From an optimization exercise on the open Yosys and OpenROAD flow, aimed at small area; shortcuts taken in it are not production practice. Only simulation tests tie the RTL to the original design; equivalence was not proved.

==> flow/design.v <==
`default_nettype none
package calcPkg;
	localparam int OperandWidth = 8;
	localparam int ResultWidth = 16;  
	localparam int OperandDigits = 3;
	localparam int ProductDigits = 5;
	localparam int SumDigits = 3;  
	typedef logic [OperandWidth-1:0] operand_t;
	typedef logic [ResultWidth-1:0] result_t;
	typedef logic [3:0] digit_t;
	typedef enum logic [1:0] {
		opAdd,
		opSub,
		opMul
	} opCode_t;
endpackage
`default_nettype wire
`default_nettype none
package lcdPkg;
	typedef logic [7:0] lcdByte_t;
	localparam lcdByte_t CmdFunctionSet = 8'h38;  
	localparam lcdByte_t CmdDisplayOn = 8'h0C;
	localparam lcdByte_t CmdClear = 8'h01;
	localparam lcdByte_t CmdEntryMode = 8'h06;  
	localparam lcdByte_t CmdLine2 = 8'hC0;
	localparam lcdByte_t CharZero = 8'd48;
	localparam lcdByte_t CharMinus = 8'd45;
	localparam lcdByte_t CharPlus = 8'd43;
	localparam lcdByte_t CharTimes = 8'd42;
	localparam lcdByte_t CharSpace = 8'd32;
endpackage
`default_nettype wire
`default_nettype none
module lcdCalcTop #(
	parameter int PowerUpCycles = 2250,
	parameter int StepCycles = 250,
	parameter int PulseCycles = 125
) (
	input logic clk,
	input logic flag_rst,
	input logic [7:0] operandA,
	input logic [7:0] operandB,
	input logic signA,
	input logic signB,
	input logic keyAdd,
	input logic keySub,
	input logic keyMul,
	input logic keyEquals,
	output logic lcdEn,
	output logic lcdRs,
	output logic [7:0] lcdData
);
	localparam int FrameLen = StepCycles + PulseCycles + 3;
	localparam logic [8:0] FrameLast = 9'(FrameLen - 1);
	localparam logic [8:0] EnRise = 9'(StepCycles + 1);
	localparam logic [8:0] EnFall = 9'(StepCycles + PulseCycles + 1);
	localparam logic [8:0] PowerStart = 9'(6 * FrameLen - PowerUpCycles);
	localparam logic [1:0] LineInit = 2'd0;
	localparam logic [1:0] LineOps = 2'd1;
	localparam logic [1:0] LineResult = 2'd2;
	logic [3:0] keys;
	logic [3:0] kp;  
	logic [3:0] rise;
	logic opRise;
	logic act;  
	logic [8:0] c;
	logic [3:0] pos;
	logic [1:0] line;
	logic opSeen;
	logic isMul;
	logic isSub;
	logic sA;
	logic sB;
	logic [7:0] A;
	logic [7:0] B;
	logic [15:0] W;
	logic [3:0] r;
	logic nz;  
	logic d76;  
	logic [5:0] d50;
	logic cZero;
	logic cLast;
	logic last;
	logic idleNext;
	logic acceptOp;
	logic acceptEq;
	logic skip;
	logic realByte;
	logic gt;  
	logic diff;
	logic rneg;
	logic [7:0] entry;
	assign keys = {keyEquals, keyMul, keySub, keyAdd};
	assign rise = keys & ~kp;
	assign opRise = |rise[2:0];
	assign cZero = (c == 9'd0);
	assign cLast = (c == FrameLast);
	always_comb begin
		case (line)
			LineInit: last = (pos == 4'd9);
			LineOps: last = (pos == 4'd11);
			default: last = (pos == (isMul ? 4'd6 : 4'd4));
		endcase
	end
	assign idleNext = !act || (cLast && last);
	assign acceptOp = idleNext && opRise;
	assign acceptEq = idleNext && !opRise && rise[3] && opSeen;
	assign diff = sA ^ sB ^ isSub;
	assign rneg = nz && (isMul ? (sA ^ sB) : (gt ? sA : (sB ^ isSub)));
	assign skip = (line == LineOps && pos == 4'd1 && !sA)
		|| (line == LineOps && pos == 4'd8 && !sB)
		|| (line == LineResult && pos == 4'd1 && !rneg);
	assign realByte = !(line == LineInit && pos < 4'd6);
	always_comb begin
		entry = {4'h3, r};
		case (line)
			LineInit: begin
				case (pos)
					4'd6: entry = 8'h38;
					4'd7: entry = 8'h0C;
					4'd8: entry = 8'h01;
					default: entry = 8'h06;
				endcase
			end
			LineOps: begin
				case (pos)
					4'd0: entry = 8'h01;
					4'd1, 4'd8: entry = 8'h2D;
					4'd5, 4'd7: entry = 8'h20;
					4'd6: entry = isMul ? 8'h2A : (isSub ? 8'h2D : 8'h2B);
					default: ;
				endcase
			end
			default: begin
				if (pos == 4'd0) begin
					entry = 8'hC0;
				end else if (pos == 4'd1) begin
					entry = 8'h2D;
				end
			end
		endcase
	end
	assign lcdData = {d76, d76, d50};
	assign lcdRs = d50[5] && (line != LineInit);
	always_ff @(posedge clk) begin
		if (flag_rst) begin
			kp <= 4'hF;
		end else begin
			kp <= keys;
		end
	end
	always_ff @(posedge clk) begin
		if (flag_rst) begin
			act <= 1'b1;
			c <= PowerStart;
			pos <= 4'd0;
			line <= LineInit;
			opSeen <= 1'b0;
			lcdEn <= 1'b0;
			d76 <= 1'b0;
			d50 <= 6'd0;
		end else begin
			if (acceptOp || acceptEq) begin
				act <= 1'b1;
				c <= 9'd511;
				pos <= 4'd0;
				line <= acceptOp ? LineOps : LineResult;
				if (acceptOp) begin
					opSeen <= 1'b1;
					isMul <= rise[2];
					isSub <= !rise[2] && rise[1];
				end
			end else begin
				if (cLast || (act && cZero && skip)) begin
					c <= 9'd0;
				end else begin
					c <= c + 9'd1;
				end
				if (act && ((cZero && skip) || (cLast && !last))) begin
					pos <= pos + 4'd1;
				end
				if (act && cLast && last) begin
					act <= 1'b0;
				end
			end
			if (act && realByte) begin
				if (c == 9'd1) begin
					d76 <= entry[7];
					d50 <= entry[5:0];
				end
				if (c == EnRise) begin
					lcdEn <= 1'b1;
				end
			end
			if (c == EnFall) begin
				lcdEn <= 1'b0;
			end
		end
	end
	always_ff @(posedge clk) begin
		if (c[8] && c[7] && line == LineOps) begin
			A <= operandA;
			B <= operandB;
			sA <= signA;
			sB <= signB;
		end
	end
	logic aDisp;
	logic bDisp;
	logic rMul;
	logic rAdd;
	logic [2:0] k;
	logic clearW;
	logic loadW;
	logic turnW;
	logic passW;
	logic passOn;
	logic step;
	logic bbit;
	logic inj;
	logic addEn;
	logic [7:0] addend;
	logic [8:0] carry;
	logic [7:0] lowSum;
	logic sbit;
	logic [3:0] rp;
	logic q;
	logic [2:0] rHigh;
	assign aDisp = (line == LineOps) && (pos < 4'd4);
	assign bDisp = (line == LineOps) && (pos >= 4'd4);
	assign rMul = (line == LineResult) && isMul;
	assign rAdd = (line == LineResult) && !isMul;
	always_comb begin
		if (line == LineOps) begin
			case (pos)
				4'd2, 4'd9: k = 3'd1;
				4'd3, 4'd10: k = 3'd0;
				default: k = 3'd2;
			endcase
		end else begin
			case (pos)
				4'd0, 4'd1: k = isMul ? 3'd4 : 3'd2;
				4'd2: k = isMul ? 3'd3 : 3'd1;
				4'd3: k = isMul ? 3'd2 : 3'd0;
				4'd4: k = 3'd1;
				default: k = 3'd0;
			endcase
		end
	end
	assign clearW = (c[8:4] == 5'b00111) || (c[8:3] == 6'b010000);
	assign loadW = (c[8:3] == 6'b010001);
	assign turnW = (c[8:7] == 2'b01) && !clearW && !loadW;
	assign passW = (c[8:7] == 2'b10);
	assign passOn = passW && (c[6:4] <= k);
	assign step = (c[8:7] == 2'b01) && c[3] && (c[2:0] == ~c[6:4]);
	assign bbit = B[~c[2:0]];
	assign addEn = step && (rMul ? bbit : ((c[6:4] == 3'd0) && (aDisp || rAdd)));
	assign addend = addEn ? A : 8'd0;
	always_comb begin
		if (loadW) begin
			inj = (bDisp || rAdd) && (bbit ^ (rAdd && diff));
		end else if (turnW) begin
			inj = W[15];
		end else if (passW) begin
			inj = q;
		end else begin
			inj = 1'b0;
		end
	end
	assign carry[0] = (c[8:0] == 9'd159) && rAdd && diff && gt;
	always_comb begin
		for (int i = 0; i < 8; i++) begin
			logic x;
			x = (i == 0) ? inj : W[i-1];
			lowSum[i] = x ^ addend[i] ^ carry[i];
			carry[i+1] = (x & addend[i]) | (x & carry[i]) | (addend[i] & carry[i]);
		end
	end
	assign sbit = W[15] ^ (rAdd && diff && !gt && c[6:4] == 3'd0 && c[3]);
	assign rp = (c[3:0] == 4'd0) ? 4'd0 : r;
	assign q = rp[3] || (rp[2] && (rp[1] || rp[0]));
	always_comb begin
		case (rp)
			4'd5: rHigh = 3'd0;
			4'd6: rHigh = 3'd1;
			4'd7: rHigh = 3'd2;
			4'd8: rHigh = 3'd3;
			4'd9: rHigh = 3'd4;
			default: rHigh = rp[2:0];
		endcase
	end
	always_ff @(posedge clk) begin
		W <= {W[14:8], W[7] | (carry[8] && !(rAdd && diff)), lowSum};
	end
	always_ff @(posedge clk) begin
		if (step && c[6:4] == 3'd0) begin
			gt <= carry[8];
		end
		if (passOn) begin
			r <= {rHigh, sbit};
		end
		if (passW && c[6:4] == 3'd0) begin
			nz <= ((c[3:0] == 4'd0) ? 1'b0 : nz) | sbit;
		end
	end
endmodule
`default_nettype wire
clock: 25.0 ns
lec_check: 0
cap_margin: 20
core_margin: 2
core_utilization: 40
place_density: 0.6
slew_margin: 20
run.sh (not shown) runs the stock make flow with config.mk's settings and CLKGATE_MAP_FILE= SYNTH_SCRIPT=/design/flow/synth_recipe.tcl, a recipe that flattens the netlist after the stock synthesis.
The starting point finished clean.
Next try:
--- a/flow/config.mk
+++ b/flow/config.mk
@@ -6,7 +6,10 @@
 export NUM_CORES = 4
 export LEC_CHECK = 0
+export ABC_AREA = 1
 export CAP_MARGIN = 20
 export CORE_MARGIN = 2
 export CORE_UTILIZATION = 40
+export CTS_CLUSTER_DIAMETER = 500
+export CTS_CLUSTER_SIZE = 100
 export PLACE_DENSITY = 0.6
 export SLEW_MARGIN = 20
The new run passed the timing, DRC and antenna checks.
Worst hold slack is about the same.
Via count came out higher by 4.5%.
Die area came out lower by 1.7%.
Clock skew is about the same.

==> port drivers added, routing unchanged <==
The flow's constraints put no driver on any port. The routed layouts listed below were extracted and timed again, unchanged, in two steps. Step 1 sets driving cells, clkbuf_16 on the clock port and buf_2 on the other inputs (assumed; they add their load-dependent delay and slew). Step 2 adds t to the input delays and takes it off the output delays; t is the mean of the earliest and latest rising clock arrival at the registers after step 1. Input paths then give back, and output paths get back, about the clock's delay inside the block. Slacks: ideal ports / drivers / drivers and shift; pairs: ideal ports / drivers.
run | t, ns | setup slack, ns | hold slack, ns | worst register clock-pin slew, ns | worst data-port slew with drivers (ns)
the first run | 0.384 | 17.936 / 17.906 / 17.663 | 0.334 / 0.334 / 0.334 | 0.09 / 0.09 | 0.03
the second run | 0.382 | 18.294 / 18.263 / 18.221 | 0.332 / 0.332 / 0.332 | 0.09 / 0.09 | 0.03
After both steps setup and hold are still met in every run listed. For the first run, which loses most, drivers alone change the setup slack by -0.030 ns; drivers and shift together by -0.273 ns.
